What follows belongs to an exercise in optimizing a design on an open flow for small area, a short achievable clock period and few clock cycles per item; a production flow would make more cautious choices.
The RTL was checked by simulation tests, not by an equivalence proof against the original design.

==> design/flow/design.v <==
module muldiv_unit (
    input  logic        clk,
    input  logic        rst,
    input  logic        start,
    input  logic [2:0]  op,
    input  logic [31:0] a,
    input  logic [31:0] b,
    output logic        busy,
    output logic [31:0] hi,
    output logic [31:0] lo
);
    function automatic logic [5:0] clz32(input logic [31:0] v);
        clz32 = 6'd32;
        for (int i = 0; i < 32; i++)
            if (v[i]) clz32 = 6'(31 - i);
    endfunction
    function automatic logic [31:0] cneg(input logic [31:0] x, input logic s);
        logic o;
        o = 1'b0;
        for (int i = 0; i < 32; i++) begin
            cneg[i] = x[i] ^ (s & o);
            o = o | x[i];
        end
    endfunction
    logic        busy_r, first;
    logic [3:0]  cnt;
    logic [1:0]  opr;
    logic        qneg_r, aneg_r, bneg_r;
    logic [31:0] X;
    logic [34:0] M;
    assign busy = busy_r;
    logic is_mul, sgn_mul, sgn_div, sgn;
    assign is_mul  = ~opr[1];
    assign sgn_mul = (opr == 2'd0);
    assign sgn_div = (opr == 2'd2);
    assign sgn     = sgn_mul | sgn_div;
    logic xneg, mneg;
    assign xneg = sgn_div & X[31];
    assign mneg = sgn_div & M[31];
    logic [5:0] cx, cm;
    assign cx = clz32(X ^ {32{sgn & X[31]}});
    assign cm = clz32(M[31:0] ^ {32{sgn & M[31]}});
    logic       swap;
    logic [5:0] cmax, nbits;
    logic [2:0] nd;
    assign swap  = cm > cx;
    assign cmax  = swap ? cm : cx;
    assign nbits = 6'd32 + {5'd0, sgn_mul} - cmax;
    always_comb begin
        nd = 3'((nbits + 6'd7) >> 3);
        if (nd == 3'd0) nd = 3'd1;
    end
    logic [5:0] lza;
    logic signed [6:0] dd;
    logic [4:0] nq;
    assign lza = xneg ? (cx - 6'd1) : cx;
    assign dd  = 7'({1'b0, cm}) - 7'({1'b0, lza});
    always_comb begin
        if (dd[6]) nq = 5'd1;
        else if (dd > 7'sd30) nq = 5'd16;
        else nq = 5'((dd + 7'sd2) >> 1);
    end
    logic bzero;
    assign bzero = (M[31:0] == 32'd0);
    logic [4:0] ntot;
    always_comb begin
        if (is_mul) ntot = {2'd0, nd};
        else if (bzero) ntot = 5'd1;
        else ntot = nq;
    end
    logic [31:0] Xa;
    assign Xa = cneg(X, xneg);
    logic [31:0] mplr0;
    logic [32:0] shin;
    logic [3:0]  shj;
    logic [34:0] shout;
    assign mplr0 = swap ? M[31:0] : X;
    assign shin  = is_mul ? {1'b0, mplr0} : {M[31:0], 1'b0};
    assign shj   = is_mul ? {nd[1:0] == 2'd0 ? 2'd0 : ~nd[1:0] + 2'd1, 2'b00} : 4'(nq - 5'd1);
    assign shout = {{2{mneg}}, shin} << {shj, 1'b0};
    logic [32:0] mcand;
    logic [31:0] mplr;
    logic [8:0]  dig;
    logic        corr;
    logic [63:0] pin, psh, pnew;
    logic [42:0] ws;
    assign mcand = first ? {sgn_mul & (swap ? X[31] : M[31]), (swap ? X : M[31:0])} : M[32:0];
    assign mplr  = first ? shout[31:0] : X;
    assign dig   = mplr[31:23];
    assign corr  = first & ~sgn_mul & mplr[31];
    assign pin   = first ? (corr ? {31'd0, mcand} : 64'd0) : {hi, lo};
    assign psh   = {pin[55:0], 8'd0};
    logic [40:0] csa_wp;
    logic [32:0] csa_mc;
    logic [8:0]  csa_x;
    logic [42:0] csa_s;
    assign csa_wp = psh[40:0];
    assign csa_mc = mcand;
    assign csa_x  = dig;
    assign ws     = csa_s;
    wire csa_one0 = csa_x[1] ^ csa_x[0];
    wire csa_two0 = (csa_x[2] & ~csa_x[1] & ~csa_x[0]) | (~csa_x[2] & csa_x[1] & csa_x[0]);
    wire csa_neg0 = csa_x[2];
    wire csa_n1 = (csa_one0 & csa_mc[0]) ^ csa_neg0;
    wire csa_n2 = ((csa_one0 & csa_mc[1]) | (csa_two0 & csa_mc[0])) ^ csa_neg0;
    wire csa_n3 = ((csa_one0 & csa_mc[2]) | (csa_two0 & csa_mc[1])) ^ csa_neg0;
    wire csa_n4 = ((csa_one0 & csa_mc[3]) | (csa_two0 & csa_mc[2])) ^ csa_neg0;
    wire csa_n5 = ((csa_one0 & csa_mc[4]) | (csa_two0 & csa_mc[3])) ^ csa_neg0;
    wire csa_n6 = ((csa_one0 & csa_mc[5]) | (csa_two0 & csa_mc[4])) ^ csa_neg0;
    wire csa_n7 = ((csa_one0 & csa_mc[6]) | (csa_two0 & csa_mc[5])) ^ csa_neg0;
    wire csa_n8 = ((csa_one0 & csa_mc[7]) | (csa_two0 & csa_mc[6])) ^ csa_neg0;
    wire csa_n9 = ((csa_one0 & csa_mc[8]) | (csa_two0 & csa_mc[7])) ^ csa_neg0;
    wire csa_n10 = ((csa_one0 & csa_mc[9]) | (csa_two0 & csa_mc[8])) ^ csa_neg0;
    wire csa_n11 = ((csa_one0 & csa_mc[10]) | (csa_two0 & csa_mc[9])) ^ csa_neg0;
    wire csa_n12 = ((csa_one0 & csa_mc[11]) | (csa_two0 & csa_mc[10])) ^ csa_neg0;
    wire csa_n13 = ((csa_one0 & csa_mc[12]) | (csa_two0 & csa_mc[11])) ^ csa_neg0;
    wire csa_n14 = ((csa_one0 & csa_mc[13]) | (csa_two0 & csa_mc[12])) ^ csa_neg0;
    wire csa_n15 = ((csa_one0 & csa_mc[14]) | (csa_two0 & csa_mc[13])) ^ csa_neg0;
    wire csa_n16 = ((csa_one0 & csa_mc[15]) | (csa_two0 & csa_mc[14])) ^ csa_neg0;
    wire csa_n17 = ((csa_one0 & csa_mc[16]) | (csa_two0 & csa_mc[15])) ^ csa_neg0;
    wire csa_n18 = ((csa_one0 & csa_mc[17]) | (csa_two0 & csa_mc[16])) ^ csa_neg0;
    wire csa_n19 = ((csa_one0 & csa_mc[18]) | (csa_two0 & csa_mc[17])) ^ csa_neg0;
    wire csa_n20 = ((csa_one0 & csa_mc[19]) | (csa_two0 & csa_mc[18])) ^ csa_neg0;
    wire csa_n21 = ((csa_one0 & csa_mc[20]) | (csa_two0 & csa_mc[19])) ^ csa_neg0;
    wire csa_n22 = ((csa_one0 & csa_mc[21]) | (csa_two0 & csa_mc[20])) ^ csa_neg0;
    wire csa_n23 = ((csa_one0 & csa_mc[22]) | (csa_two0 & csa_mc[21])) ^ csa_neg0;
    wire csa_n24 = ((csa_one0 & csa_mc[23]) | (csa_two0 & csa_mc[22])) ^ csa_neg0;
    wire csa_n25 = ((csa_one0 & csa_mc[24]) | (csa_two0 & csa_mc[23])) ^ csa_neg0;
    wire csa_n26 = ((csa_one0 & csa_mc[25]) | (csa_two0 & csa_mc[24])) ^ csa_neg0;
    wire csa_n27 = ((csa_one0 & csa_mc[26]) | (csa_two0 & csa_mc[25])) ^ csa_neg0;
    wire csa_n28 = ((csa_one0 & csa_mc[27]) | (csa_two0 & csa_mc[26])) ^ csa_neg0;
    wire csa_n29 = ((csa_one0 & csa_mc[28]) | (csa_two0 & csa_mc[27])) ^ csa_neg0;
    wire csa_n30 = ((csa_one0 & csa_mc[29]) | (csa_two0 & csa_mc[28])) ^ csa_neg0;
    wire csa_n31 = ((csa_one0 & csa_mc[30]) | (csa_two0 & csa_mc[29])) ^ csa_neg0;
    wire csa_n32 = ((csa_one0 & csa_mc[31]) | (csa_two0 & csa_mc[30])) ^ csa_neg0;
    wire csa_n33 = ((csa_one0 & csa_mc[32]) | (csa_two0 & csa_mc[31])) ^ csa_neg0;
    wire csa_n34 = ~(((csa_one0 & csa_mc[32]) | (csa_two0 & csa_mc[32])) ^ csa_neg0);
    wire csa_one1 = csa_x[3] ^ csa_x[2];
    wire csa_two1 = (csa_x[4] & ~csa_x[3] & ~csa_x[2]) | (~csa_x[4] & csa_x[3] & csa_x[2]);
    wire csa_neg1 = csa_x[4];
    wire csa_n35 = (csa_one1 & csa_mc[0]) ^ csa_neg1;
    wire csa_n36 = ((csa_one1 & csa_mc[1]) | (csa_two1 & csa_mc[0])) ^ csa_neg1;
    wire csa_n37 = ((csa_one1 & csa_mc[2]) | (csa_two1 & csa_mc[1])) ^ csa_neg1;
    wire csa_n38 = ((csa_one1 & csa_mc[3]) | (csa_two1 & csa_mc[2])) ^ csa_neg1;
    wire csa_n39 = ((csa_one1 & csa_mc[4]) | (csa_two1 & csa_mc[3])) ^ csa_neg1;
    wire csa_n40 = ((csa_one1 & csa_mc[5]) | (csa_two1 & csa_mc[4])) ^ csa_neg1;
    wire csa_n41 = ((csa_one1 & csa_mc[6]) | (csa_two1 & csa_mc[5])) ^ csa_neg1;
    wire csa_n42 = ((csa_one1 & csa_mc[7]) | (csa_two1 & csa_mc[6])) ^ csa_neg1;
    wire csa_n43 = ((csa_one1 & csa_mc[8]) | (csa_two1 & csa_mc[7])) ^ csa_neg1;
    wire csa_n44 = ((csa_one1 & csa_mc[9]) | (csa_two1 & csa_mc[8])) ^ csa_neg1;
    wire csa_n45 = ((csa_one1 & csa_mc[10]) | (csa_two1 & csa_mc[9])) ^ csa_neg1;
    wire csa_n46 = ((csa_one1 & csa_mc[11]) | (csa_two1 & csa_mc[10])) ^ csa_neg1;
    wire csa_n47 = ((csa_one1 & csa_mc[12]) | (csa_two1 & csa_mc[11])) ^ csa_neg1;
    wire csa_n48 = ((csa_one1 & csa_mc[13]) | (csa_two1 & csa_mc[12])) ^ csa_neg1;
    wire csa_n49 = ((csa_one1 & csa_mc[14]) | (csa_two1 & csa_mc[13])) ^ csa_neg1;
    wire csa_n50 = ((csa_one1 & csa_mc[15]) | (csa_two1 & csa_mc[14])) ^ csa_neg1;
    wire csa_n51 = ((csa_one1 & csa_mc[16]) | (csa_two1 & csa_mc[15])) ^ csa_neg1;
    wire csa_n52 = ((csa_one1 & csa_mc[17]) | (csa_two1 & csa_mc[16])) ^ csa_neg1;
    wire csa_n53 = ((csa_one1 & csa_mc[18]) | (csa_two1 & csa_mc[17])) ^ csa_neg1;
    wire csa_n54 = ((csa_one1 & csa_mc[19]) | (csa_two1 & csa_mc[18])) ^ csa_neg1;
    wire csa_n55 = ((csa_one1 & csa_mc[20]) | (csa_two1 & csa_mc[19])) ^ csa_neg1;
    wire csa_n56 = ((csa_one1 & csa_mc[21]) | (csa_two1 & csa_mc[20])) ^ csa_neg1;
    wire csa_n57 = ((csa_one1 & csa_mc[22]) | (csa_two1 & csa_mc[21])) ^ csa_neg1;
    wire csa_n58 = ((csa_one1 & csa_mc[23]) | (csa_two1 & csa_mc[22])) ^ csa_neg1;
    wire csa_n59 = ((csa_one1 & csa_mc[24]) | (csa_two1 & csa_mc[23])) ^ csa_neg1;
    wire csa_n60 = ((csa_one1 & csa_mc[25]) | (csa_two1 & csa_mc[24])) ^ csa_neg1;
    wire csa_n61 = ((csa_one1 & csa_mc[26]) | (csa_two1 & csa_mc[25])) ^ csa_neg1;
    wire csa_n62 = ((csa_one1 & csa_mc[27]) | (csa_two1 & csa_mc[26])) ^ csa_neg1;
    wire csa_n63 = ((csa_one1 & csa_mc[28]) | (csa_two1 & csa_mc[27])) ^ csa_neg1;
    wire csa_n64 = ((csa_one1 & csa_mc[29]) | (csa_two1 & csa_mc[28])) ^ csa_neg1;
    wire csa_n65 = ((csa_one1 & csa_mc[30]) | (csa_two1 & csa_mc[29])) ^ csa_neg1;
    wire csa_n66 = ((csa_one1 & csa_mc[31]) | (csa_two1 & csa_mc[30])) ^ csa_neg1;
    wire csa_n67 = ((csa_one1 & csa_mc[32]) | (csa_two1 & csa_mc[31])) ^ csa_neg1;
    wire csa_n68 = ~(((csa_one1 & csa_mc[32]) | (csa_two1 & csa_mc[32])) ^ csa_neg1);
    wire csa_one2 = csa_x[5] ^ csa_x[4];
    wire csa_two2 = (csa_x[6] & ~csa_x[5] & ~csa_x[4]) | (~csa_x[6] & csa_x[5] & csa_x[4]);
    wire csa_neg2 = csa_x[6];
    wire csa_n69 = (csa_one2 & csa_mc[0]) ^ csa_neg2;
    wire csa_n70 = ((csa_one2 & csa_mc[1]) | (csa_two2 & csa_mc[0])) ^ csa_neg2;
    wire csa_n71 = ((csa_one2 & csa_mc[2]) | (csa_two2 & csa_mc[1])) ^ csa_neg2;
    wire csa_n72 = ((csa_one2 & csa_mc[3]) | (csa_two2 & csa_mc[2])) ^ csa_neg2;
    wire csa_n73 = ((csa_one2 & csa_mc[4]) | (csa_two2 & csa_mc[3])) ^ csa_neg2;
    wire csa_n74 = ((csa_one2 & csa_mc[5]) | (csa_two2 & csa_mc[4])) ^ csa_neg2;
    wire csa_n75 = ((csa_one2 & csa_mc[6]) | (csa_two2 & csa_mc[5])) ^ csa_neg2;
    wire csa_n76 = ((csa_one2 & csa_mc[7]) | (csa_two2 & csa_mc[6])) ^ csa_neg2;
    wire csa_n77 = ((csa_one2 & csa_mc[8]) | (csa_two2 & csa_mc[7])) ^ csa_neg2;
    wire csa_n78 = ((csa_one2 & csa_mc[9]) | (csa_two2 & csa_mc[8])) ^ csa_neg2;
    wire csa_n79 = ((csa_one2 & csa_mc[10]) | (csa_two2 & csa_mc[9])) ^ csa_neg2;
    wire csa_n80 = ((csa_one2 & csa_mc[11]) | (csa_two2 & csa_mc[10])) ^ csa_neg2;
    wire csa_n81 = ((csa_one2 & csa_mc[12]) | (csa_two2 & csa_mc[11])) ^ csa_neg2;
    wire csa_n82 = ((csa_one2 & csa_mc[13]) | (csa_two2 & csa_mc[12])) ^ csa_neg2;
    wire csa_n83 = ((csa_one2 & csa_mc[14]) | (csa_two2 & csa_mc[13])) ^ csa_neg2;
    wire csa_n84 = ((csa_one2 & csa_mc[15]) | (csa_two2 & csa_mc[14])) ^ csa_neg2;
    wire csa_n85 = ((csa_one2 & csa_mc[16]) | (csa_two2 & csa_mc[15])) ^ csa_neg2;
    wire csa_n86 = ((csa_one2 & csa_mc[17]) | (csa_two2 & csa_mc[16])) ^ csa_neg2;
    wire csa_n87 = ((csa_one2 & csa_mc[18]) | (csa_two2 & csa_mc[17])) ^ csa_neg2;
    wire csa_n88 = ((csa_one2 & csa_mc[19]) | (csa_two2 & csa_mc[18])) ^ csa_neg2;
    wire csa_n89 = ((csa_one2 & csa_mc[20]) | (csa_two2 & csa_mc[19])) ^ csa_neg2;
    wire csa_n90 = ((csa_one2 & csa_mc[21]) | (csa_two2 & csa_mc[20])) ^ csa_neg2;
    wire csa_n91 = ((csa_one2 & csa_mc[22]) | (csa_two2 & csa_mc[21])) ^ csa_neg2;
    wire csa_n92 = ((csa_one2 & csa_mc[23]) | (csa_two2 & csa_mc[22])) ^ csa_neg2;
    wire csa_n93 = ((csa_one2 & csa_mc[24]) | (csa_two2 & csa_mc[23])) ^ csa_neg2;
    wire csa_n94 = ((csa_one2 & csa_mc[25]) | (csa_two2 & csa_mc[24])) ^ csa_neg2;
    wire csa_n95 = ((csa_one2 & csa_mc[26]) | (csa_two2 & csa_mc[25])) ^ csa_neg2;
    wire csa_n96 = ((csa_one2 & csa_mc[27]) | (csa_two2 & csa_mc[26])) ^ csa_neg2;
    wire csa_n97 = ((csa_one2 & csa_mc[28]) | (csa_two2 & csa_mc[27])) ^ csa_neg2;
    wire csa_n98 = ((csa_one2 & csa_mc[29]) | (csa_two2 & csa_mc[28])) ^ csa_neg2;
    wire csa_n99 = ((csa_one2 & csa_mc[30]) | (csa_two2 & csa_mc[29])) ^ csa_neg2;
    wire csa_n100 = ((csa_one2 & csa_mc[31]) | (csa_two2 & csa_mc[30])) ^ csa_neg2;
    wire csa_n101 = ((csa_one2 & csa_mc[32]) | (csa_two2 & csa_mc[31])) ^ csa_neg2;
    wire csa_n102 = ~(((csa_one2 & csa_mc[32]) | (csa_two2 & csa_mc[32])) ^ csa_neg2);
    wire csa_one3 = csa_x[7] ^ csa_x[6];
    wire csa_two3 = (csa_x[8] & ~csa_x[7] & ~csa_x[6]) | (~csa_x[8] & csa_x[7] & csa_x[6]);
    wire csa_neg3 = csa_x[8];
    wire csa_n103 = (csa_one3 & csa_mc[0]) ^ csa_neg3;
    wire csa_n104 = ((csa_one3 & csa_mc[1]) | (csa_two3 & csa_mc[0])) ^ csa_neg3;
    wire csa_n105 = ((csa_one3 & csa_mc[2]) | (csa_two3 & csa_mc[1])) ^ csa_neg3;
    wire csa_n106 = ((csa_one3 & csa_mc[3]) | (csa_two3 & csa_mc[2])) ^ csa_neg3;
    wire csa_n107 = ((csa_one3 & csa_mc[4]) | (csa_two3 & csa_mc[3])) ^ csa_neg3;
    wire csa_n108 = ((csa_one3 & csa_mc[5]) | (csa_two3 & csa_mc[4])) ^ csa_neg3;
    wire csa_n109 = ((csa_one3 & csa_mc[6]) | (csa_two3 & csa_mc[5])) ^ csa_neg3;
    wire csa_n110 = ((csa_one3 & csa_mc[7]) | (csa_two3 & csa_mc[6])) ^ csa_neg3;
    wire csa_n111 = ((csa_one3 & csa_mc[8]) | (csa_two3 & csa_mc[7])) ^ csa_neg3;
    wire csa_n112 = ((csa_one3 & csa_mc[9]) | (csa_two3 & csa_mc[8])) ^ csa_neg3;
    wire csa_n113 = ((csa_one3 & csa_mc[10]) | (csa_two3 & csa_mc[9])) ^ csa_neg3;
    wire csa_n114 = ((csa_one3 & csa_mc[11]) | (csa_two3 & csa_mc[10])) ^ csa_neg3;
    wire csa_n115 = ((csa_one3 & csa_mc[12]) | (csa_two3 & csa_mc[11])) ^ csa_neg3;
    wire csa_n116 = ((csa_one3 & csa_mc[13]) | (csa_two3 & csa_mc[12])) ^ csa_neg3;
    wire csa_n117 = ((csa_one3 & csa_mc[14]) | (csa_two3 & csa_mc[13])) ^ csa_neg3;
    wire csa_n118 = ((csa_one3 & csa_mc[15]) | (csa_two3 & csa_mc[14])) ^ csa_neg3;
    wire csa_n119 = ((csa_one3 & csa_mc[16]) | (csa_two3 & csa_mc[15])) ^ csa_neg3;
    wire csa_n120 = ((csa_one3 & csa_mc[17]) | (csa_two3 & csa_mc[16])) ^ csa_neg3;
    wire csa_n121 = ((csa_one3 & csa_mc[18]) | (csa_two3 & csa_mc[17])) ^ csa_neg3;
    wire csa_n122 = ((csa_one3 & csa_mc[19]) | (csa_two3 & csa_mc[18])) ^ csa_neg3;
    wire csa_n123 = ((csa_one3 & csa_mc[20]) | (csa_two3 & csa_mc[19])) ^ csa_neg3;
    wire csa_n124 = ((csa_one3 & csa_mc[21]) | (csa_two3 & csa_mc[20])) ^ csa_neg3;
    wire csa_n125 = ((csa_one3 & csa_mc[22]) | (csa_two3 & csa_mc[21])) ^ csa_neg3;
    wire csa_n126 = ((csa_one3 & csa_mc[23]) | (csa_two3 & csa_mc[22])) ^ csa_neg3;
    wire csa_n127 = ((csa_one3 & csa_mc[24]) | (csa_two3 & csa_mc[23])) ^ csa_neg3;
    wire csa_n128 = ((csa_one3 & csa_mc[25]) | (csa_two3 & csa_mc[24])) ^ csa_neg3;
    wire csa_n129 = ((csa_one3 & csa_mc[26]) | (csa_two3 & csa_mc[25])) ^ csa_neg3;
    wire csa_n130 = ((csa_one3 & csa_mc[27]) | (csa_two3 & csa_mc[26])) ^ csa_neg3;
    wire csa_n131 = ((csa_one3 & csa_mc[28]) | (csa_two3 & csa_mc[27])) ^ csa_neg3;
    wire csa_n132 = ((csa_one3 & csa_mc[29]) | (csa_two3 & csa_mc[28])) ^ csa_neg3;
    wire csa_n133 = ((csa_one3 & csa_mc[30]) | (csa_two3 & csa_mc[29])) ^ csa_neg3;
    wire csa_n134 = ((csa_one3 & csa_mc[31]) | (csa_two3 & csa_mc[30])) ^ csa_neg3;
    wire csa_n135 = ((csa_one3 & csa_mc[32]) | (csa_two3 & csa_mc[31])) ^ csa_neg3;
    wire csa_n136 = ~(((csa_one3 & csa_mc[32]) | (csa_two3 & csa_mc[32])) ^ csa_neg3);
    wire csa_n137, csa_n138;
    mdu_ha un137 (.a(csa_n7), .b(csa_n39), .s(csa_n137), .co(csa_n138));
    wire csa_n139, csa_n140;
    mdu_ha un139 (.a(csa_n8), .b(csa_n40), .s(csa_n139), .co(csa_n140));
    wire csa_n141, csa_n142;
    mdu_fa un141 (.a(csa_wp[8]), .b(csa_n9), .c(csa_n41), .s(csa_n141), .co(csa_n142));
    wire csa_n143, csa_n144;
    mdu_fa un143 (.a(csa_wp[9]), .b(csa_n10), .c(csa_n42), .s(csa_n143), .co(csa_n144));
    wire csa_n145, csa_n146;
    mdu_fa un145 (.a(csa_wp[10]), .b(csa_n11), .c(csa_n43), .s(csa_n145), .co(csa_n146));
    wire csa_n147, csa_n148;
    mdu_fa un147 (.a(csa_wp[11]), .b(csa_n12), .c(csa_n44), .s(csa_n147), .co(csa_n148));
    wire csa_n149, csa_n150;
    mdu_fa un149 (.a(csa_wp[12]), .b(csa_n13), .c(csa_n45), .s(csa_n149), .co(csa_n150));
    wire csa_n151, csa_n152;
    mdu_fa un151 (.a(csa_wp[13]), .b(csa_n14), .c(csa_n46), .s(csa_n151), .co(csa_n152));
    wire csa_n153, csa_n154;
    mdu_fa un153 (.a(csa_wp[14]), .b(csa_n15), .c(csa_n47), .s(csa_n153), .co(csa_n154));
    wire csa_n155, csa_n156;
    mdu_fa un155 (.a(csa_wp[15]), .b(csa_n16), .c(csa_n48), .s(csa_n155), .co(csa_n156));
    wire csa_n157, csa_n158;
    mdu_fa un157 (.a(csa_wp[16]), .b(csa_n17), .c(csa_n49), .s(csa_n157), .co(csa_n158));
    wire csa_n159, csa_n160;
    mdu_fa un159 (.a(csa_wp[17]), .b(csa_n18), .c(csa_n50), .s(csa_n159), .co(csa_n160));
    wire csa_n161, csa_n162;
    mdu_fa un161 (.a(csa_wp[18]), .b(csa_n19), .c(csa_n51), .s(csa_n161), .co(csa_n162));
    wire csa_n163, csa_n164;
    mdu_fa un163 (.a(csa_wp[19]), .b(csa_n20), .c(csa_n52), .s(csa_n163), .co(csa_n164));
    wire csa_n165, csa_n166;
    mdu_fa un165 (.a(csa_wp[20]), .b(csa_n21), .c(csa_n53), .s(csa_n165), .co(csa_n166));
    wire csa_n167, csa_n168;
    mdu_fa un167 (.a(csa_wp[21]), .b(csa_n22), .c(csa_n54), .s(csa_n167), .co(csa_n168));
    wire csa_n169, csa_n170;
    mdu_fa un169 (.a(csa_wp[22]), .b(csa_n23), .c(csa_n55), .s(csa_n169), .co(csa_n170));
    wire csa_n171, csa_n172;
    mdu_fa un171 (.a(csa_wp[23]), .b(csa_n24), .c(csa_n56), .s(csa_n171), .co(csa_n172));
    wire csa_n173, csa_n174;
    mdu_fa un173 (.a(csa_wp[24]), .b(csa_n25), .c(csa_n57), .s(csa_n173), .co(csa_n174));
    wire csa_n175, csa_n176;
    mdu_fa un175 (.a(csa_wp[25]), .b(csa_n26), .c(csa_n58), .s(csa_n175), .co(csa_n176));
    wire csa_n177, csa_n178;
    mdu_fa un177 (.a(csa_wp[26]), .b(csa_n27), .c(csa_n59), .s(csa_n177), .co(csa_n178));
    wire csa_n179, csa_n180;
    mdu_fa un179 (.a(csa_wp[27]), .b(csa_n28), .c(csa_n60), .s(csa_n179), .co(csa_n180));
    wire csa_n181, csa_n182;
    mdu_fa un181 (.a(csa_wp[28]), .b(csa_n29), .c(csa_n61), .s(csa_n181), .co(csa_n182));
    wire csa_n183, csa_n184;
    mdu_fa un183 (.a(csa_wp[29]), .b(csa_n30), .c(csa_n62), .s(csa_n183), .co(csa_n184));
    wire csa_n185, csa_n186;
    mdu_fa un185 (.a(csa_wp[30]), .b(csa_n31), .c(csa_n63), .s(csa_n185), .co(csa_n186));
    wire csa_n187, csa_n188;
    mdu_fa un187 (.a(csa_wp[31]), .b(csa_n32), .c(csa_n64), .s(csa_n187), .co(csa_n188));
    wire csa_n189, csa_n190;
    mdu_fa un189 (.a(csa_wp[32]), .b(csa_n33), .c(csa_n65), .s(csa_n189), .co(csa_n190));
    wire csa_n191 = ~(csa_wp[33] ^ csa_n34);
    wire csa_n192 = csa_wp[33] | csa_n34;
    wire csa_n193, csa_n194;
    mdu_ha un193 (.a(csa_n66), .b(csa_n98), .s(csa_n193), .co(csa_n194));
    wire csa_n195 = ~(csa_wp[34] ^ csa_n67);
    wire csa_n196 = csa_wp[34] | csa_n67;
    wire csa_n197, csa_n198;
    mdu_ha un197 (.a(csa_n99), .b(csa_n131), .s(csa_n197), .co(csa_n198));
    wire csa_n199, csa_n200;
    mdu_fa un199 (.a(csa_wp[35]), .b(csa_n68), .c(csa_n100), .s(csa_n199), .co(csa_n200));
    wire csa_n201 = ~csa_wp[36];
    wire csa_n202, csa_n203;
    mdu_ha un202 (.a(csa_n5), .b(csa_n37), .s(csa_n202), .co(csa_n203));
    wire csa_n204, csa_n205;
    mdu_ha un204 (.a(csa_n6), .b(csa_n38), .s(csa_n204), .co(csa_n205));
    wire csa_n206, csa_n207;
    mdu_fa un206 (.a(csa_n137), .b(csa_n71), .c(csa_neg3), .s(csa_n206), .co(csa_n207));
    wire csa_n208, csa_n209;
    mdu_fa un208 (.a(csa_n138), .b(csa_n139), .c(csa_n72), .s(csa_n208), .co(csa_n209));
    wire csa_n210, csa_n211;
    mdu_fa un210 (.a(csa_n140), .b(csa_n141), .c(csa_n73), .s(csa_n210), .co(csa_n211));
    wire csa_n212, csa_n213;
    mdu_fa un212 (.a(csa_n142), .b(csa_n143), .c(csa_n74), .s(csa_n212), .co(csa_n213));
    wire csa_n214, csa_n215;
    mdu_fa un214 (.a(csa_n144), .b(csa_n145), .c(csa_n75), .s(csa_n214), .co(csa_n215));
    wire csa_n216, csa_n217;
    mdu_fa un216 (.a(csa_n146), .b(csa_n147), .c(csa_n76), .s(csa_n216), .co(csa_n217));
    wire csa_n218, csa_n219;
    mdu_fa un218 (.a(csa_n148), .b(csa_n149), .c(csa_n77), .s(csa_n218), .co(csa_n219));
    wire csa_n220, csa_n221;
    mdu_fa un220 (.a(csa_n150), .b(csa_n151), .c(csa_n78), .s(csa_n220), .co(csa_n221));
    wire csa_n222, csa_n223;
    mdu_fa un222 (.a(csa_n152), .b(csa_n153), .c(csa_n79), .s(csa_n222), .co(csa_n223));
    wire csa_n224, csa_n225;
    mdu_fa un224 (.a(csa_n154), .b(csa_n155), .c(csa_n80), .s(csa_n224), .co(csa_n225));
    wire csa_n226, csa_n227;
    mdu_fa un226 (.a(csa_n156), .b(csa_n157), .c(csa_n81), .s(csa_n226), .co(csa_n227));
    wire csa_n228, csa_n229;
    mdu_fa un228 (.a(csa_n158), .b(csa_n159), .c(csa_n82), .s(csa_n228), .co(csa_n229));
    wire csa_n230, csa_n231;
    mdu_fa un230 (.a(csa_n160), .b(csa_n161), .c(csa_n83), .s(csa_n230), .co(csa_n231));
    wire csa_n232, csa_n233;
    mdu_fa un232 (.a(csa_n162), .b(csa_n163), .c(csa_n84), .s(csa_n232), .co(csa_n233));
    wire csa_n234, csa_n235;
    mdu_fa un234 (.a(csa_n164), .b(csa_n165), .c(csa_n85), .s(csa_n234), .co(csa_n235));
    wire csa_n236, csa_n237;
    mdu_fa un236 (.a(csa_n166), .b(csa_n167), .c(csa_n86), .s(csa_n236), .co(csa_n237));
    wire csa_n238, csa_n239;
    mdu_fa un238 (.a(csa_n168), .b(csa_n169), .c(csa_n87), .s(csa_n238), .co(csa_n239));
    wire csa_n240, csa_n241;
    mdu_fa un240 (.a(csa_n170), .b(csa_n171), .c(csa_n88), .s(csa_n240), .co(csa_n241));
    wire csa_n242, csa_n243;
    mdu_fa un242 (.a(csa_n172), .b(csa_n173), .c(csa_n89), .s(csa_n242), .co(csa_n243));
    wire csa_n244, csa_n245;
    mdu_fa un244 (.a(csa_n174), .b(csa_n175), .c(csa_n90), .s(csa_n244), .co(csa_n245));
    wire csa_n246, csa_n247;
    mdu_fa un246 (.a(csa_n176), .b(csa_n177), .c(csa_n91), .s(csa_n246), .co(csa_n247));
    wire csa_n248, csa_n249;
    mdu_fa un248 (.a(csa_n178), .b(csa_n179), .c(csa_n92), .s(csa_n248), .co(csa_n249));
    wire csa_n250, csa_n251;
    mdu_fa un250 (.a(csa_n180), .b(csa_n181), .c(csa_n93), .s(csa_n250), .co(csa_n251));
    wire csa_n252, csa_n253;
    mdu_fa un252 (.a(csa_n182), .b(csa_n183), .c(csa_n94), .s(csa_n252), .co(csa_n253));
    wire csa_n254, csa_n255;
    mdu_fa un254 (.a(csa_n184), .b(csa_n185), .c(csa_n95), .s(csa_n254), .co(csa_n255));
    wire csa_n256, csa_n257;
    mdu_fa un256 (.a(csa_n186), .b(csa_n187), .c(csa_n96), .s(csa_n256), .co(csa_n257));
    wire csa_n258, csa_n259;
    mdu_fa un258 (.a(csa_n188), .b(csa_n189), .c(csa_n97), .s(csa_n258), .co(csa_n259));
    wire csa_n260, csa_n261;
    mdu_fa un260 (.a(csa_n190), .b(csa_n191), .c(csa_n193), .s(csa_n260), .co(csa_n261));
    wire csa_n262, csa_n263;
    mdu_fa un262 (.a(csa_n192), .b(csa_n194), .c(csa_n195), .s(csa_n262), .co(csa_n263));
    wire csa_n264, csa_n265;
    mdu_fa un264 (.a(csa_n196), .b(csa_n198), .c(csa_n199), .s(csa_n264), .co(csa_n265));
    wire csa_n266, csa_n267;
    mdu_fa un266 (.a(csa_n200), .b(csa_n201), .c(csa_n101), .s(csa_n266), .co(csa_n267));
    wire csa_n268, csa_n269;
    mdu_fa un268 (.a(csa_wp[36]), .b(csa_wp[37]), .c(csa_n102), .s(csa_n268), .co(csa_n269));
    wire csa_n270 = ~csa_wp[38];
    wire csa_n271, csa_n272;
    mdu_ha un271 (.a(csa_n3), .b(csa_neg1), .s(csa_n271), .co(csa_n272));
    wire csa_n273, csa_n274;
    mdu_ha un273 (.a(csa_n4), .b(csa_n36), .s(csa_n273), .co(csa_n274));
    wire csa_n275, csa_n276;
    mdu_fa un275 (.a(csa_n202), .b(csa_neg2), .c(csa_n69), .s(csa_n275), .co(csa_n276));
    wire csa_n277, csa_n278;
    mdu_fa un277 (.a(csa_n203), .b(csa_n204), .c(csa_n70), .s(csa_n277), .co(csa_n278));
    wire csa_n279, csa_n280;
    mdu_fa un279 (.a(csa_n205), .b(csa_n206), .c(csa_n103), .s(csa_n279), .co(csa_n280));
    wire csa_n281, csa_n282;
    mdu_fa un281 (.a(csa_n207), .b(csa_n208), .c(csa_n104), .s(csa_n281), .co(csa_n282));
    wire csa_n283, csa_n284;
    mdu_fa un283 (.a(csa_n209), .b(csa_n210), .c(csa_n105), .s(csa_n283), .co(csa_n284));
    wire csa_n285, csa_n286;
    mdu_fa un285 (.a(csa_n211), .b(csa_n212), .c(csa_n106), .s(csa_n285), .co(csa_n286));
    wire csa_n287, csa_n288;
    mdu_fa un287 (.a(csa_n213), .b(csa_n214), .c(csa_n107), .s(csa_n287), .co(csa_n288));
    wire csa_n289, csa_n290;
    mdu_fa un289 (.a(csa_n215), .b(csa_n216), .c(csa_n108), .s(csa_n289), .co(csa_n290));
    wire csa_n291, csa_n292;
    mdu_fa un291 (.a(csa_n217), .b(csa_n218), .c(csa_n109), .s(csa_n291), .co(csa_n292));
    wire csa_n293, csa_n294;
    mdu_fa un293 (.a(csa_n219), .b(csa_n220), .c(csa_n110), .s(csa_n293), .co(csa_n294));
    wire csa_n295, csa_n296;
    mdu_fa un295 (.a(csa_n221), .b(csa_n222), .c(csa_n111), .s(csa_n295), .co(csa_n296));
    wire csa_n297, csa_n298;
    mdu_fa un297 (.a(csa_n223), .b(csa_n224), .c(csa_n112), .s(csa_n297), .co(csa_n298));
    wire csa_n299, csa_n300;
    mdu_fa un299 (.a(csa_n225), .b(csa_n226), .c(csa_n113), .s(csa_n299), .co(csa_n300));
    wire csa_n301, csa_n302;
    mdu_fa un301 (.a(csa_n227), .b(csa_n228), .c(csa_n114), .s(csa_n301), .co(csa_n302));
    wire csa_n303, csa_n304;
    mdu_fa un303 (.a(csa_n229), .b(csa_n230), .c(csa_n115), .s(csa_n303), .co(csa_n304));
    wire csa_n305, csa_n306;
    mdu_fa un305 (.a(csa_n231), .b(csa_n232), .c(csa_n116), .s(csa_n305), .co(csa_n306));
    wire csa_n307, csa_n308;
    mdu_fa un307 (.a(csa_n233), .b(csa_n234), .c(csa_n117), .s(csa_n307), .co(csa_n308));
    wire csa_n309, csa_n310;
    mdu_fa un309 (.a(csa_n235), .b(csa_n236), .c(csa_n118), .s(csa_n309), .co(csa_n310));
    wire csa_n311, csa_n312;
    mdu_fa un311 (.a(csa_n237), .b(csa_n238), .c(csa_n119), .s(csa_n311), .co(csa_n312));
    wire csa_n313, csa_n314;
    mdu_fa un313 (.a(csa_n239), .b(csa_n240), .c(csa_n120), .s(csa_n313), .co(csa_n314));
    wire csa_n315, csa_n316;
    mdu_fa un315 (.a(csa_n241), .b(csa_n242), .c(csa_n121), .s(csa_n315), .co(csa_n316));
    wire csa_n317, csa_n318;
    mdu_fa un317 (.a(csa_n243), .b(csa_n244), .c(csa_n122), .s(csa_n317), .co(csa_n318));
    wire csa_n319, csa_n320;
    mdu_fa un319 (.a(csa_n245), .b(csa_n246), .c(csa_n123), .s(csa_n319), .co(csa_n320));
    wire csa_n321, csa_n322;
    mdu_fa un321 (.a(csa_n247), .b(csa_n248), .c(csa_n124), .s(csa_n321), .co(csa_n322));
    wire csa_n323, csa_n324;
    mdu_fa un323 (.a(csa_n249), .b(csa_n250), .c(csa_n125), .s(csa_n323), .co(csa_n324));
    wire csa_n325, csa_n326;
    mdu_fa un325 (.a(csa_n251), .b(csa_n252), .c(csa_n126), .s(csa_n325), .co(csa_n326));
    wire csa_n327, csa_n328;
    mdu_fa un327 (.a(csa_n253), .b(csa_n254), .c(csa_n127), .s(csa_n327), .co(csa_n328));
    wire csa_n329, csa_n330;
    mdu_fa un329 (.a(csa_n255), .b(csa_n256), .c(csa_n128), .s(csa_n329), .co(csa_n330));
    wire csa_n331, csa_n332;
    mdu_fa un331 (.a(csa_n257), .b(csa_n258), .c(csa_n129), .s(csa_n331), .co(csa_n332));
    wire csa_n333, csa_n334;
    mdu_fa un333 (.a(csa_n259), .b(csa_n260), .c(csa_n130), .s(csa_n333), .co(csa_n334));
    wire csa_n335, csa_n336;
    mdu_fa un335 (.a(csa_n261), .b(csa_n262), .c(csa_n197), .s(csa_n335), .co(csa_n336));
    wire csa_n337, csa_n338;
    mdu_fa un337 (.a(csa_n263), .b(csa_n264), .c(csa_n132), .s(csa_n337), .co(csa_n338));
    wire csa_n339, csa_n340;
    mdu_fa un339 (.a(csa_n265), .b(csa_n266), .c(csa_n133), .s(csa_n339), .co(csa_n340));
    wire csa_n341, csa_n342;
    mdu_fa un341 (.a(csa_n267), .b(csa_n268), .c(csa_n134), .s(csa_n341), .co(csa_n342));
    wire csa_n343, csa_n344;
    mdu_fa un343 (.a(csa_n269), .b(csa_n270), .c(csa_n135), .s(csa_n343), .co(csa_n344));
    wire csa_n345, csa_n346;
    mdu_fa un345 (.a(csa_wp[38]), .b(csa_wp[39]), .c(csa_n136), .s(csa_n345), .co(csa_n346));
    wire csa_n347 = ~csa_wp[40];
    wire csa_n348, csa_n349;
    mdu_ha un348 (.a(csa_neg0), .b(csa_n1), .s(csa_n348), .co(csa_n349));
    wire csa_n350, csa_n351;
    mdu_ha un350 (.a(csa_n2), .b(csa_n349), .s(csa_n350), .co(csa_n351));
    wire csa_n352, csa_n353;
    mdu_fa un352 (.a(csa_n271), .b(csa_n35), .c(csa_n351), .s(csa_n352), .co(csa_n353));
    wire csa_n354, csa_n355;
    mdu_fa un354 (.a(csa_n272), .b(csa_n273), .c(csa_n353), .s(csa_n354), .co(csa_n355));
    wire csa_n356, csa_n357;
    mdu_fa un356 (.a(csa_n274), .b(csa_n275), .c(csa_n355), .s(csa_n356), .co(csa_n357));
    wire csa_n358, csa_n359;
    mdu_fa un358 (.a(csa_n276), .b(csa_n277), .c(csa_n357), .s(csa_n358), .co(csa_n359));
    wire csa_n360, csa_n361;
    mdu_fa un360 (.a(csa_n278), .b(csa_n279), .c(csa_n359), .s(csa_n360), .co(csa_n361));
    wire csa_n362, csa_n363;
    mdu_fa un362 (.a(csa_n280), .b(csa_n281), .c(csa_n361), .s(csa_n362), .co(csa_n363));
    wire csa_n364, csa_n365;
    mdu_fa un364 (.a(csa_n282), .b(csa_n283), .c(csa_n363), .s(csa_n364), .co(csa_n365));
    wire csa_n366, csa_n367;
    mdu_fa un366 (.a(csa_n284), .b(csa_n285), .c(csa_n365), .s(csa_n366), .co(csa_n367));
    wire csa_n368, csa_n369;
    mdu_fa un368 (.a(csa_n286), .b(csa_n287), .c(csa_n367), .s(csa_n368), .co(csa_n369));
    wire csa_n370, csa_n371;
    mdu_fa un370 (.a(csa_n288), .b(csa_n289), .c(csa_n369), .s(csa_n370), .co(csa_n371));
    wire csa_n372, csa_n373;
    mdu_fa un372 (.a(csa_n290), .b(csa_n291), .c(csa_n371), .s(csa_n372), .co(csa_n373));
    wire csa_n374, csa_n375;
    mdu_fa un374 (.a(csa_n292), .b(csa_n293), .c(csa_n373), .s(csa_n374), .co(csa_n375));
    wire csa_n376, csa_n377;
    mdu_fa un376 (.a(csa_n294), .b(csa_n295), .c(csa_n375), .s(csa_n376), .co(csa_n377));
    wire csa_n378, csa_n379;
    mdu_fa un378 (.a(csa_n296), .b(csa_n297), .c(csa_n377), .s(csa_n378), .co(csa_n379));
    wire csa_n380, csa_n381;
    mdu_fa un380 (.a(csa_n298), .b(csa_n299), .c(csa_n379), .s(csa_n380), .co(csa_n381));
    wire csa_n382, csa_n383;
    mdu_fa un382 (.a(csa_n300), .b(csa_n301), .c(csa_n381), .s(csa_n382), .co(csa_n383));
    wire csa_n384, csa_n385;
    mdu_fa un384 (.a(csa_n302), .b(csa_n303), .c(csa_n383), .s(csa_n384), .co(csa_n385));
    wire csa_n386, csa_n387;
    mdu_fa un386 (.a(csa_n304), .b(csa_n305), .c(csa_n385), .s(csa_n386), .co(csa_n387));
    wire csa_n388, csa_n389;
    mdu_fa un388 (.a(csa_n306), .b(csa_n307), .c(csa_n387), .s(csa_n388), .co(csa_n389));
    wire csa_n390, csa_n391;
    mdu_fa un390 (.a(csa_n308), .b(csa_n309), .c(csa_n389), .s(csa_n390), .co(csa_n391));
    wire csa_n392, csa_n393;
    mdu_fa un392 (.a(csa_n310), .b(csa_n311), .c(csa_n391), .s(csa_n392), .co(csa_n393));
    wire csa_n394, csa_n395;
    mdu_fa un394 (.a(csa_n312), .b(csa_n313), .c(csa_n393), .s(csa_n394), .co(csa_n395));
    wire csa_n396, csa_n397;
    mdu_fa un396 (.a(csa_n314), .b(csa_n315), .c(csa_n395), .s(csa_n396), .co(csa_n397));
    wire csa_n398, csa_n399;
    mdu_fa un398 (.a(csa_n316), .b(csa_n317), .c(csa_n397), .s(csa_n398), .co(csa_n399));
    wire csa_n400, csa_n401;
    mdu_fa un400 (.a(csa_n318), .b(csa_n319), .c(csa_n399), .s(csa_n400), .co(csa_n401));
    wire csa_n402, csa_n403;
    mdu_fa un402 (.a(csa_n320), .b(csa_n321), .c(csa_n401), .s(csa_n402), .co(csa_n403));
    wire csa_n404, csa_n405;
    mdu_fa un404 (.a(csa_n322), .b(csa_n323), .c(csa_n403), .s(csa_n404), .co(csa_n405));
    wire csa_n406, csa_n407;
    mdu_fa un406 (.a(csa_n324), .b(csa_n325), .c(csa_n405), .s(csa_n406), .co(csa_n407));
    wire csa_n408, csa_n409;
    mdu_fa un408 (.a(csa_n326), .b(csa_n327), .c(csa_n407), .s(csa_n408), .co(csa_n409));
    wire csa_n410, csa_n411;
    mdu_fa un410 (.a(csa_n328), .b(csa_n329), .c(csa_n409), .s(csa_n410), .co(csa_n411));
    wire csa_n412, csa_n413;
    mdu_fa un412 (.a(csa_n330), .b(csa_n331), .c(csa_n411), .s(csa_n412), .co(csa_n413));
    wire csa_n414, csa_n415;
    mdu_fa un414 (.a(csa_n332), .b(csa_n333), .c(csa_n413), .s(csa_n414), .co(csa_n415));
    wire csa_n416, csa_n417;
    mdu_fa un416 (.a(csa_n334), .b(csa_n335), .c(csa_n415), .s(csa_n416), .co(csa_n417));
    wire csa_n418, csa_n419;
    mdu_fa un418 (.a(csa_n336), .b(csa_n337), .c(csa_n417), .s(csa_n418), .co(csa_n419));
    wire csa_n420, csa_n421;
    mdu_fa un420 (.a(csa_n338), .b(csa_n339), .c(csa_n419), .s(csa_n420), .co(csa_n421));
    wire csa_n422, csa_n423;
    mdu_fa un422 (.a(csa_n340), .b(csa_n341), .c(csa_n421), .s(csa_n422), .co(csa_n423));
    wire csa_n424, csa_n425;
    mdu_fa un424 (.a(csa_n342), .b(csa_n343), .c(csa_n423), .s(csa_n424), .co(csa_n425));
    wire csa_n426, csa_n427;
    mdu_fa un426 (.a(csa_n344), .b(csa_n345), .c(csa_n425), .s(csa_n426), .co(csa_n427));
    wire csa_n428, csa_n429;
    mdu_fa un428 (.a(csa_n346), .b(csa_n347), .c(csa_n427), .s(csa_n428), .co(csa_n429));
    wire csa_n430 = ~(csa_wp[40] ^ csa_n429);
    wire csa_n431 = csa_wp[40] | csa_n429;
    wire csa_n432 = ~csa_n431;
    assign csa_s[0] = csa_n348;
    assign csa_s[1] = csa_n350;
    assign csa_s[2] = csa_n352;
    assign csa_s[3] = csa_n354;
    assign csa_s[4] = csa_n356;
    assign csa_s[5] = csa_n358;
    assign csa_s[6] = csa_n360;
    assign csa_s[7] = csa_n362;
    assign csa_s[8] = csa_n364;
    assign csa_s[9] = csa_n366;
    assign csa_s[10] = csa_n368;
    assign csa_s[11] = csa_n370;
    assign csa_s[12] = csa_n372;
    assign csa_s[13] = csa_n374;
    assign csa_s[14] = csa_n376;
    assign csa_s[15] = csa_n378;
    assign csa_s[16] = csa_n380;
    assign csa_s[17] = csa_n382;
    assign csa_s[18] = csa_n384;
    assign csa_s[19] = csa_n386;
    assign csa_s[20] = csa_n388;
    assign csa_s[21] = csa_n390;
    assign csa_s[22] = csa_n392;
    assign csa_s[23] = csa_n394;
    assign csa_s[24] = csa_n396;
    assign csa_s[25] = csa_n398;
    assign csa_s[26] = csa_n400;
    assign csa_s[27] = csa_n402;
    assign csa_s[28] = csa_n404;
    assign csa_s[29] = csa_n406;
    assign csa_s[30] = csa_n408;
    assign csa_s[31] = csa_n410;
    assign csa_s[32] = csa_n412;
    assign csa_s[33] = csa_n414;
    assign csa_s[34] = csa_n416;
    assign csa_s[35] = csa_n418;
    assign csa_s[36] = csa_n420;
    assign csa_s[37] = csa_n422;
    assign csa_s[38] = csa_n424;
    assign csa_s[39] = csa_n426;
    assign csa_s[40] = csa_n428;
    assign csa_s[41] = csa_n430;
    assign csa_s[42] = csa_n432;
    logic [22:0] up, upi, upd, unew;
    assign up = psh[63:41];
    always_comb begin
        logic ai, ad;
        ai = 1'b1;
        ad = 1'b1;
        for (int i = 0; i < 23; i++) begin
            upi[i] = up[i] ^ ai;
            upd[i] = up[i] ^ ad;
            ai = ai & up[i];
            ad = ad & ~up[i];
        end
    end
    mdu_sel3 u_sel (.s(ws[42:41]), .a(up), .i(upi), .d(upd), .y(unew));
    assign pnew = {unew, ws[40:0]};
    logic [31:0] rin, qin, r1, r2, qout;
    logic [34:0] dn;
    logic        q0, q1;
    assign rin = first ? Xa : hi;
    assign dn  = first ? (shout ^ {35{~mneg}}) : M;
    assign qin = first ? 32'd0 : lo;
    logic [32:0] c0;
    logic [31:0] s0;
    logic bneg;
    assign bneg = first ? mneg : bneg_r;
    assign c0[0] = ~bneg;
    for (genvar k = 0; k < 32; k++) begin : g_r0
        mdu_fa u_fa (.a(rin[k]), .b(dn[k]), .c(c0[k]), .s(s0[k]), .co(c0[k+1]));
    end
    logic ge0;
    logic [31:0] g0, e0;
    logic [15:0] g1, e1;
    logic [7:0]  g2, e2;
    logic [3:0]  g3, e3;
    logic [1:0]  g4, e4;
    assign g0 = rin & dn[31:0];
    assign e0 = rin ^ dn[31:0];
    for (genvar k = 0; k < 16; k++) begin : g_l1
        assign g1[k] = g0[2*k+1] | (e0[2*k+1] & g0[2*k]);
        assign e1[k] = e0[2*k+1] & e0[2*k];
    end
    for (genvar k = 0; k < 8; k++) begin : g_l2
        assign g2[k] = g1[2*k+1] | (e1[2*k+1] & g1[2*k]);
        assign e2[k] = e1[2*k+1] & e1[2*k];
    end
    for (genvar k = 0; k < 4; k++) begin : g_l3
        assign g3[k] = g2[2*k+1] | (e2[2*k+1] & g2[2*k]);
        assign e3[k] = e2[2*k+1] & e2[2*k];
    end
    for (genvar k = 0; k < 2; k++) begin : g_l4
        assign g4[k] = g3[2*k+1] | (e3[2*k+1] & g3[2*k]);
        assign e4[k] = e3[2*k+1] & e3[2*k];
    end
    assign ge0 = g4[1] | (e4[1] & g4[0]) | (e4[1] & e4[0] & ~bneg);
    assign q0 = ge0 & (&dn[34:32]);
    assign r1 = q0 ? s0 : rin;
    logic [32:0] c1;
    logic [31:0] s1;
    assign c1[0] = ~bneg;
    for (genvar k = 0; k < 32; k++) begin : g_r1
        mdu_fa u_fa (.a(r1[k]), .b(dn[k+1]), .c(c1[k]), .s(s1[k]), .co(c1[k+1]));
    end
    assign q1 = c1[32] & (&dn[34:33]);
    assign r2 = q1 ? s1 : r1;
    assign qout = {qin[29:0], q0, q1};
    logic qneg, aneg;
    assign qneg = first ? (xneg ^ mneg) : qneg_r;
    assign aneg = first ? xneg : aneg_r;
    logic last;
    assign last = first ? (ntot == 5'd1) : (cnt == 4'd1);
    always_ff @(posedge clk or negedge rst) begin
        if (!rst) begin
            first  <= 1'b0;
            busy_r <= 1'b0;
            hi     <= 32'd0;
            lo     <= 32'd0;
        end else begin
            if (!busy_r) begin
                first  <= start & ~op[2];
                busy_r <= start & ~op[2];
                if (start && op == 3'd4) hi <= a;
                if (start && op == 3'd5) lo <= a;
            end else begin
                first  <= 1'b0;
                busy_r <= ~last;
                if (is_mul) begin
                    {hi, lo} <= pnew;
                end else if (!(first && bzero)) begin
                    hi <= cneg(r2, last & aneg);
                    lo <= cneg(qout, last & qneg);
                end
            end
        end
    end
    always_ff @(posedge clk) begin
        if (!busy_r) begin
            opr <= op[1:0];
            X   <= a;
            M   <= {3'b000, b};
            cnt <= 4'd0;
        end else begin
            cnt <= first ? 4'(ntot - 5'd1) : cnt - 4'd1;
            if (first) begin
                qneg_r <= xneg ^ mneg;
                aneg_r <= xneg;
                bneg_r <= mneg;
            end
            X <= mplr << 8;
            if (is_mul) begin
                M <= {2'b00, mcand};
            end else begin
                M <= {2'b11, dn[34:2]};
            end
        end
    end
endmodule
module mdu_sel3 (
    input  logic [1:0]  s,
    input  logic [22:0] a,
    input  logic [22:0] i,
    input  logic [22:0] d,
    output logic [22:0] y
);
    always_comb begin
        case (s)
            2'b01:   y = i;
            2'b11:   y = d;
            default: y = a;
        endcase
    end
endmodule
module mdu_fa (
    input  logic a,
    input  logic b,
    input  logic c,
    output logic s,
    output logic co
);
    assign s  = a ^ b ^ c;
    assign co = (a & b) | (a & c) | (b & c);
endmodule
module mdu_ha (
    input  logic a,
    input  logic b,
    output logic s,
    output logic co
);
    assign s  = a ^ b;
    assign co = a & b;
endmodule
==> design/flow/flow/run.sh <==
#!/bin/bash
# Layout flow: the standard ORFS flow (standard.sh) with two changes.
#  1. Synthesis maps the logic with flow/abc_area.script, an area-oriented
#     ABC script (map -a, then buffering and sizing). Registers are mapped
#     before ABC runs, so they are exactly the standard synthesis's.
#  2. Ports are buffered with sky130_fd_sc_hd__buf_2 cells.
# Each tool's log is under orfs/logs/; make's own output is in flow_make.log.
set -euo pipefail
W=$(pwd)
rm -rf "$W/scripts_mod"
cp -r "$FLOW_HOME/scripts" "$W/scripts_mod"
cp "$W/flow/abc_area.script" "$W/scripts_mod/abc_area.script"
export SCRIPTS_DIR="$W/scripts_mod"
export BUFFER_PORTS_ARGS="-buffer_cell sky130_fd_sc_hd__buf_2"
bash "$W/standard.sh" > "$W/flow_make.log" 2>&1
==> design/flow/flow/abc_area.script <==
strash
dch
map -a
topo
stime -c
buffer -c
upsize -c
dnsize -c
==> design/flow/standard.sh <==
#!/bin/bash
# synth_recipe.tcl (not shown) runs the flow's synth.tcl, then flattens the netlist and writes it again
# the make line also repeats each setting of config.mk as NAME=value (left out here)
make -C /OpenROAD-flow-scripts/flow DESIGN_CONFIG=/design/flow/config.mk WORK_HOME=/design/flow/orfs CLKGATE_MAP_FILE= SYNTH_SCRIPT=/design/flow/synth_recipe.tcl "${@:-finish}"
==> design/flow/config.mk <==
export PLATFORM = sky130hd
export DESIGN_NAME = muldiv_unit
export DESIGN_NICKNAME = muldiv_unit
export VERILOG_FILES = /design/flow/design.v
export SDC_FILE = /design/flow/constraint.sdc
export NUM_CORES = 4
export LEC_CHECK = 0
export ABC_AREA = 1
export CAP_MARGIN = 20
export CORE_MARGIN = 2
export CORE_UTILIZATION = 40
export CTS_CLUSTER_SIZE = 40
export SLEW_MARGIN = 20
export SYNTH_HIERARCHICAL = 1
==> design/flow/constraint.sdc <==
create_clock -name core_clock -period 150.0 [get_ports {clk}]
set_input_delay 30.0000 -clock core_clock [delete_from_list [all_inputs] [get_ports {clk}]]
set_output_delay 30.0000 -clock core_clock [all_outputs]
set_load 0.01 [all_outputs]
==> results of run 1 <==
## cells in the final DEF (no fill, tap or decap), types with 8 or more instances in the layout
cell type / n
nor2_2: 18
o22ai_1: 133
a211oi_1: 18
nor3_1: 23
dfxtp_1: 70
inv_2: 25
fa_1: 198
o21ai_1: 59
o221ai_1: 25
xor2_1: 214
xnor2_1: 47
ha_1: 105
clkbuf_16: 17
nand3_1: 95
nor4_1: 12
buf_4: 90
a31oi_1: 79
nor2_1: 411
dfrtp_1: 64
a21oi_1: 224
nand2_2: 9
o31ai_1: 14
inv_1: 267
o211ai_1: 10
nand2_1: 512
buf_2: 133
o21ai_0: 328
a22oi_1: 10
o21a_1: 8
nand4_1: 22
## modules after synthesis, one instance, submodules excluded
module       copies in the design  area [sq um]  cells inside
muldiv_unit                     1         18400          3000
mdu_sel3                        1           455            96
mdu_fa                        197          20.0             1
mdu_ha                         10          12.5             1
## state kept, by name, indices dropped and copies added, names as in the netlist
| signal | flops |
|---|---|
| opr | 2 |
| X | 32 |
| first | 1 |
| cnt | 4 |
| bneg_r | 1 |
| hi | 32 |
| M | 34 |
| busy_r | 1 |
| qneg_r | 1 |
| lo | 32 |
| aneg_r | 1 |
## worst register-to-register path, delay by kind of cell (launching register included)
| family | cells | cell delay [ns] |
|---|---|---|
| compound gates | 34 | 6.68 |
| fa+ha+maj | 35 | 14.10 |
| simple gates | 33 | 5.94 |
| xor+xnor | 2 | 0.43 |
| buf+inv | 11 | 2.83 |
| flops | 1 | 0.62 |
## per-stage QoR
stage	util, %	hold WS, ns	setup slack, ns
6_report	44.2	0.554	118.70
5_1_grt	44.2	0.570	117.91
4_1_cts	44.2	0.556	118.71
3_5_place_dp	43.2	0.540	118.43
3_3_place_gp	43.2	0.535	118.42
2_1_floorplan	-	0.521	118.69
## area by class of cell
class,instances,area [sq um]
inverters,303,1150
flip-flops and latches,141,3210
repair buffers,224,1360
clock buffers,18,429
clock inverters,14,135
multi-input cells,2645,17800
well taps,756,946
fillers,6012,31500
## worst min-delay path by stage
| stage | endpoint | slack (ns) | startpoint | depth (start not counted) |
|---|---|---|---|---|
| after CTS | aneg_r | 0.56 | aneg_r | 1 |
| after floorplan | aneg_r | 0.52 | aneg_r | 1 |
| after detailed placement | aneg_r | 0.54 | aneg_r | 1 |
| after global placement | aneg_r | 0.54 | aneg_r | 1 |
| final | aneg_r | 0.55 | aneg_r | 1 |
| after global routing | aneg_r | 0.57 | aneg_r | 1 |
## cells by family (layout without fill, tap and decap cells)
group,Yosys count,after routing
mux,4,4
fa+ha+maj,303,303
xor+xnor,262,262
buf+inv,517,559
compound gates,950,950
flops,141,141
simple gates,1126,1126
## routing by layer
layer	vias up	global-route usage (%)
met1	11700	42.8
met3	251	6.83
met2	1294	50.2
li1	11200	-
met5	-	0
met4	2	16.5
==> impl_results.md, run 1 <==
* Status: timing/DRC/antenna clean
* Mapped Nets at between 3000 and 4000
* Post-CTS Resized at 0
* Sequential fraction of the synthesis area at between 10% and 20%
* Reg2reg path depth at around 120
* Total via count in the routed design at between 20000 and 25000
* Std-Cell Rows at 87
* Commonest cells in the netlist: 513 x nand2_1, 416 x nor2_1, 328 x o21ai_0
* Gp weighted congestion at between 0.9 and 1
* Worst hold path type: flip-flop to flip-flop
* First-pass GRT wire length at ~150000 um
* Main combinational cell family by area after synthesis: compound AO/OA/AOI/OAI gates
* Dpl hpwl at roughly 73000 um
* CTS sink cnt at ~140
* Xor/xnor share of the synthesized area at about a tenth
* Post-Layout Cell Count at ~4000
* Top sig layer: met5
* Final period util at between 20% and 30%
* Worst path cell trace: buf_2
* Final TNS setup at 0 ns
* Worst path top cell family by delay: flip-flops
* Final WL at roughly 97000 um
* Max Slew Vio Count at 0
* Final #Nets at 3705
* Global Route Usage Sum at approximately 32%
* Crit path depth at 1
* Clock latency (worst-skew pair) at 0.51 ns
* M1 wire length at approximately 39000 um
* Achievable frequency at 0.0320 GHz
* Num CTS Buffers at 17
* Area of the mapped netlist at roughly 23000 sq um
* CTS clk-pin slew, worst paths at about 0.070 ns
* Max-cap violations at 0
* Synth cell types at 65
* Kind of end point of the critical path: output pin
* Rel. slew slack at around 30%
* Worst EP arrival at approximately 1.3 ns
* Reg-to-reg startpoint: opr[0]
* Synthesized flop and latch total at approximately 140
* Initial antenna violation count at 2
* Post-synth ARST share at between 40% and 50%
* Setup slack, reg-to-reg at about 120 ns
* Via density at around 5.9
* Worst setup path startpoint: lo[8]
* Die ar. at 59200 sq um
* Synthesis warning total at 8
* Compound-gate portion of the synthesized area at a little under a quarter
* Post-Synthesis Cells at between 3000 and 4000
* Number of synthesized flops with an enable pin at 5
* RSZ-0062 raised after global routing: no
* Delay of the slowest critical-path stage at 0.58 ns
* Vias in the first global route at 23200
* Worst slew pin tran at ~1.0 ns
* Crit-path max FO at 6
* Critical path launch point type: flip-flop
* Post-route design area at 25000 sq um
* Cell accounting for the most synthesized area: fa_1
* Post-CTS Setup Bufs at 0
* Top cells by area, synth: fa_1 17%, nand2_1 8.4%, xor2_1 8.2%
* Area Growth Syn to Fin at 9.10%
* I/O pins at 135
* Ant diodes at 0
* Largest net degree at the start of global routing at 170
* CP bufs+invs at 1
* Post-synthesis adder-cell area fraction at 23.0%
* Final ANT Viol Nets at 0
* Clk root buf: clkbuf_16
* Die Y at approximately 240 um
* Average size of a mapped cell at 6.93 sq um
* Critical path data required time at 120.00 ns
* Met3 routed WL at 9600 um
* Post-synth top area share at roughly 17%
* Core ar. at roughly 56000 sq um
* H-tree Lvls at 4
* DRC at 0
* DRT iter0 DRCs at between 2000 and 3000
* Layout cell share with drive strength beyond 1 at 10.4%
* Setup CP Type: flip-flop to output pin
* Reg2reg end: hi[31]
* Clock period minus final worst setup slack at 31.30 ns
* Initial cell density of the core at around two fifths
* Most common flop cell mapped by yosys: dfxtp_1
* CTS tree: yes
* Synth Area in Simple Gates at 20.3%
* Setup Skew at 0.0211 ns
* Cts hold-fix bufs at 0
* Multiplexer area fraction after synthesis at less than 1%
* Placed cell count at about 4100
* Gr ovfl total at 0
* DP Area at around 24000 sq um
* Count leader, synth: nand2_1
* Die width at roughly 240 um
* WL met2 at roughly 43000 um
* Max Root-Sink Buffers at 2
* Critical-path top delay cell: dfrtp_1
* Crit path to: lo[8]
* Routed wire per std cell at 23.6 um
* Setup violations, final at 0
* Pre-antenna DRT Iters at 8
* I/O Buffers at between 100 and 150
* Final Hold Fails at 0
Testbench counts, summed over its fixed seeds: cycles 40,931, ops 12,000.
==> run 2: changes to the inputs <==
--- a/design/flow/config.mk
+++ b/design/flow/config.mk
@@ -11,3 +11,2 @@
 export CORE_UTILIZATION = 40
-export CTS_CLUSTER_SIZE = 40
 export SLEW_MARGIN = 20
==> run 2 against run 1 <==
Wire length did not move; highest routed layer unchanged; global-route usage did not move; worst setup slack did not move; still clean.
==> impl_results.md, run 2 <==
* Status: timing/DRC/antenna clean
* Final Hold Fails at 0 (unchanged)
* Final period util at 20.9% (unchanged)
* Count leader, synth: nand2_1
* Reg with most FFs: M
* Largest net degree at the start of global routing at 170 (unchanged)
* I/O pins at 135 (unchanged)
* Critical path data required time at 120.00 ns (about the same)
* Achievable frequency at 0.0320 GHz (unchanged)
* CTS tree: yes
* Initial cell density of the core at 40.5% (unchanged)
* Cell accounting for the most synthesized area: fa_1
* Critical path launch point type: flip-flop
* Setup Skew at 0.0211 ns (unchanged)
* Area of the mapped netlist at 22900 sq um (unchanged)
* Final #Nets at 3705 (unchanged)
* CTS clk-pin slew, worst paths at 0.07 ns (about the same)
* I/O Buffers at 134 (unchanged)
* Final WL at 96800 um (unchanged)
* Initial antenna violation count at 2 (unchanged)
* Fill count at 6012 (unchanged)
* Clock latency (worst-skew pair) at 0.51 ns (about the same)
* Area Growth Syn to Fin at 9.10% (unchanged)
* Kind of end point of the critical path: output pin
* Reg2reg path depth at 115 (unchanged)
* Commonest cells in the netlist: 513 x nand2_1, 416 x nor2_1, 328 x o21ai_0
* Pre-CTS WS at 118.43 ns (unchanged)
* Clk root buf: clkbuf_16
* Most common cell after layout, fill and taps aside: nand2_1
* Die Y at 243 um (unchanged)
* Setup CP Type: flip-flop to output pin
* Worst EP arrival at 1.30 ns (about the same)
* DRT iter0 DRCs at 2872 (unchanged)
* Num CTS Buffers at 17 (unchanged)
* Core ar. at 56500 sq um (unchanged)
* Vias in the first global route at 23200 (unchanged)
* Synthesis warning total at 8 (unchanged)
* Post-Layout Cell Count at 4101 (unchanged)
* Worst setup margin at 118.70 ns (unchanged)
* Worst slew pin tran at 1.03 ns (unchanged)
* Gr ovfl total at 0 (unchanged)
* Post-synth ARST share at 46.8% (unchanged)
* Dpl hpwl at 73300 um (unchanged)
* Post-CTS Setup Bufs at 0 (unchanged)
* CTS sink cnt at 141 (unchanged)
* Worst hold path type: flip-flop to flip-flop
* Die width at 243 um (unchanged)
* Delay of the slowest critical-path stage at 0.58 ns (about the same)
* Synthesized flop and latch total at 141 (unchanged)
* Max Slew Vio Count at 0 (unchanged)
* DRC at 0 (unchanged)
* Most frequent cells in the layout: 512 x nand2_1, 411 x nor2_1, 328 x o21ai_0, 267 x inv_1, 224 x a21oi_1
* Mapped Nets at 3676 (unchanged)
* Reg2reg end: hi[31]
* Std-Cell Rows at 87 (unchanged)
* Clock period minus final worst setup slack at 31.30 ns (unchanged)
* Rel. slew slack at 30.7% (unchanged)
* Placed cell count at 4069 (unchanged)
* Setup slack, reg-to-reg at 119.22 ns (about the same)
* Crit path depth at 1 (unchanged)
* Routed wire per std cell at 23.6 um (unchanged)
* Worst setup path startpoint: lo[8]
* Global Route Usage Sum at 32.4% (unchanged)
* Crit path to: lo[8]
* Setup violations, final at 0 (unchanged)
* Synth cell types at 65 (unchanged)
* Total via count in the routed design at 24400 (unchanged)
* Max reg flops at 34 (unchanged)
* Gp weighted congestion at 0.979 (unchanged)
* Post-synth top area share at 17.3% (unchanged)
* Number of synthesized flops with an enable pin at 5 (unchanged)
* Top cells by area, synth: fa_1 17%, nand2_1 8.4%, xor2_1 8.2%
* Final ANT Viol Nets at 0 (unchanged)
* Hold depth at 1 (unchanged)
* Die ar. at 59200 sq um (unchanged)
* Max-cap violations at 0 (unchanged)
* Reg-to-reg startpoint: opr[0]
* Ant diodes at 0 (unchanged)
* Worst path top cell family by delay: flip-flops
* Cts hold-fix bufs at 0 (unchanged)
* Crit-path max FO at 6 (unchanged)
* Average size of a mapped cell at 6.93 sq um (unchanged)
* Sequential fraction of the synthesis area at 14.0% (unchanged)
* Most common flop cell mapped by yosys: dfxtp_1
* Layout cell share with drive strength beyond 1 at 10.4% (unchanged)
* First-pass GRT wire length at 145000 um (unchanged)
* Via density at 5.94 (unchanged)
* Post-Synthesis Cells at 3303 (unchanged)
* H-tree Lvls at 4 (unchanged)
* Final TNS setup at 0 ns (unchanged)
* Worst path cell trace: buf_2
* Pre-antenna DRT Iters at 8 (unchanged)
* Max Root-Sink Buffers at 2 (unchanged)
* Critical-path top delay cell: dfrtp_1
* Post-CTS Resized at 0 (unchanged)
* RSZ-0062 raised after global routing: no
* CP bufs+invs at 1 (unchanged)
run 2: cell counts in the layout (fill, tap and decap cells not counted):
No cell type changed its count.
run 2: worst min path at each step:
stage | slack [ns] | to | start
finish | 0.55 | aneg_r | aneg_r
CTS | 0.56 | aneg_r | aneg_r
floorplan | 0.52 | aneg_r | aneg_r
global route | 0.57 | aneg_r | aneg_r
global placement | 0.54 | aneg_r | aneg_r
detailed placement | 0.54 | aneg_r | aneg_r
run 2: layout make-up:
type | instances | area [sq um] | area share (%)
inverters | 303 | 1150 | 4.60
clock inverters | 14 | 135 | 0.541
clock buffers | 18 | 429 | 1.72
well taps | 756 | 946 | 3.79
repair buffers | 224 | 1360 | 5.45
multi-input cells | 2645 | 17800 | 71.1
flip-flops and latches | 141 | 3210 | 12.8
run 2: routing by layer:
layer | up-vias | track usage, % | routed length, um
met1 | 11700 | 42.8 | 38800
met2 | 1294 | 50.2 | 43000
met3 | 251 | 6.83 | 9600
li1 | 11200 | - | -
met4 | 2 | 16.5 | 5370
met5 | - | 0 | 13
run 2: per-module statistics from Yosys (local to each module, per instance):
module	flip-flops and latches	times used
mdu_fa	0	197
mdu_ha	0	10
mdu_sel3	0	1
muldiv_unit	141	1
run 2: logic make-up after synthesis:
logic type | Yosys count | synth area share [%]
simple gates | 1126 | 20.3
compound gates | 950 | 23.5
buf+inv | 517 | 8.85
fa+ha+maj | 303 | 23.0
xor+xnor | 262 | 10.1
flops | 141 | 14.0
mux | 4 | 0.175
run 2: through the flow:
stage | area, sq um | hold slack [ns] | util (%)
floorplan | 22900 | 0.521 | -
global placement | 24400 | 0.535 | 43.2
detailed placement | 24400 | 0.540 | 43.2
CTS | 25000 | 0.556 | 44.2
global route | 25000 | 0.570 | 44.2
finish | 25000 | 0.554 | 44.2

[what the ideal ports hide]
The results above use ideal ports. As a check the final layouts listed here were re-extracted and re-timed, cells and wires unchanged.
Step 1 assumes that a clkbuf_16 drives the clock port and a buf_2 every other input.
Step 2 adds t to the input delays and takes it off the output delays; t is the mean of the earliest and latest rising clock arrival at the registers after step 1. Input paths then give back, and output paths get back, about the clock's delay inside the block.
a / b / c = ideal ports / drivers / drivers and shift; a / b = the first two.
| run | t (ns) | setup slack, ns | worst setup path at the end | worst slew at a driven data input, ns | pins driven straight from the clock port |
|---|---|---|---|---|---|
| run 1 | 0.559 | 118.703 / 118.646 / 118.390 | input to register | 0.04 | 1 |
| run 2 | 0.559 | 118.703 / 118.646 / 118.390 | input to register | 0.04 | 1 |
After both steps setup and hold are still met in every run listed.
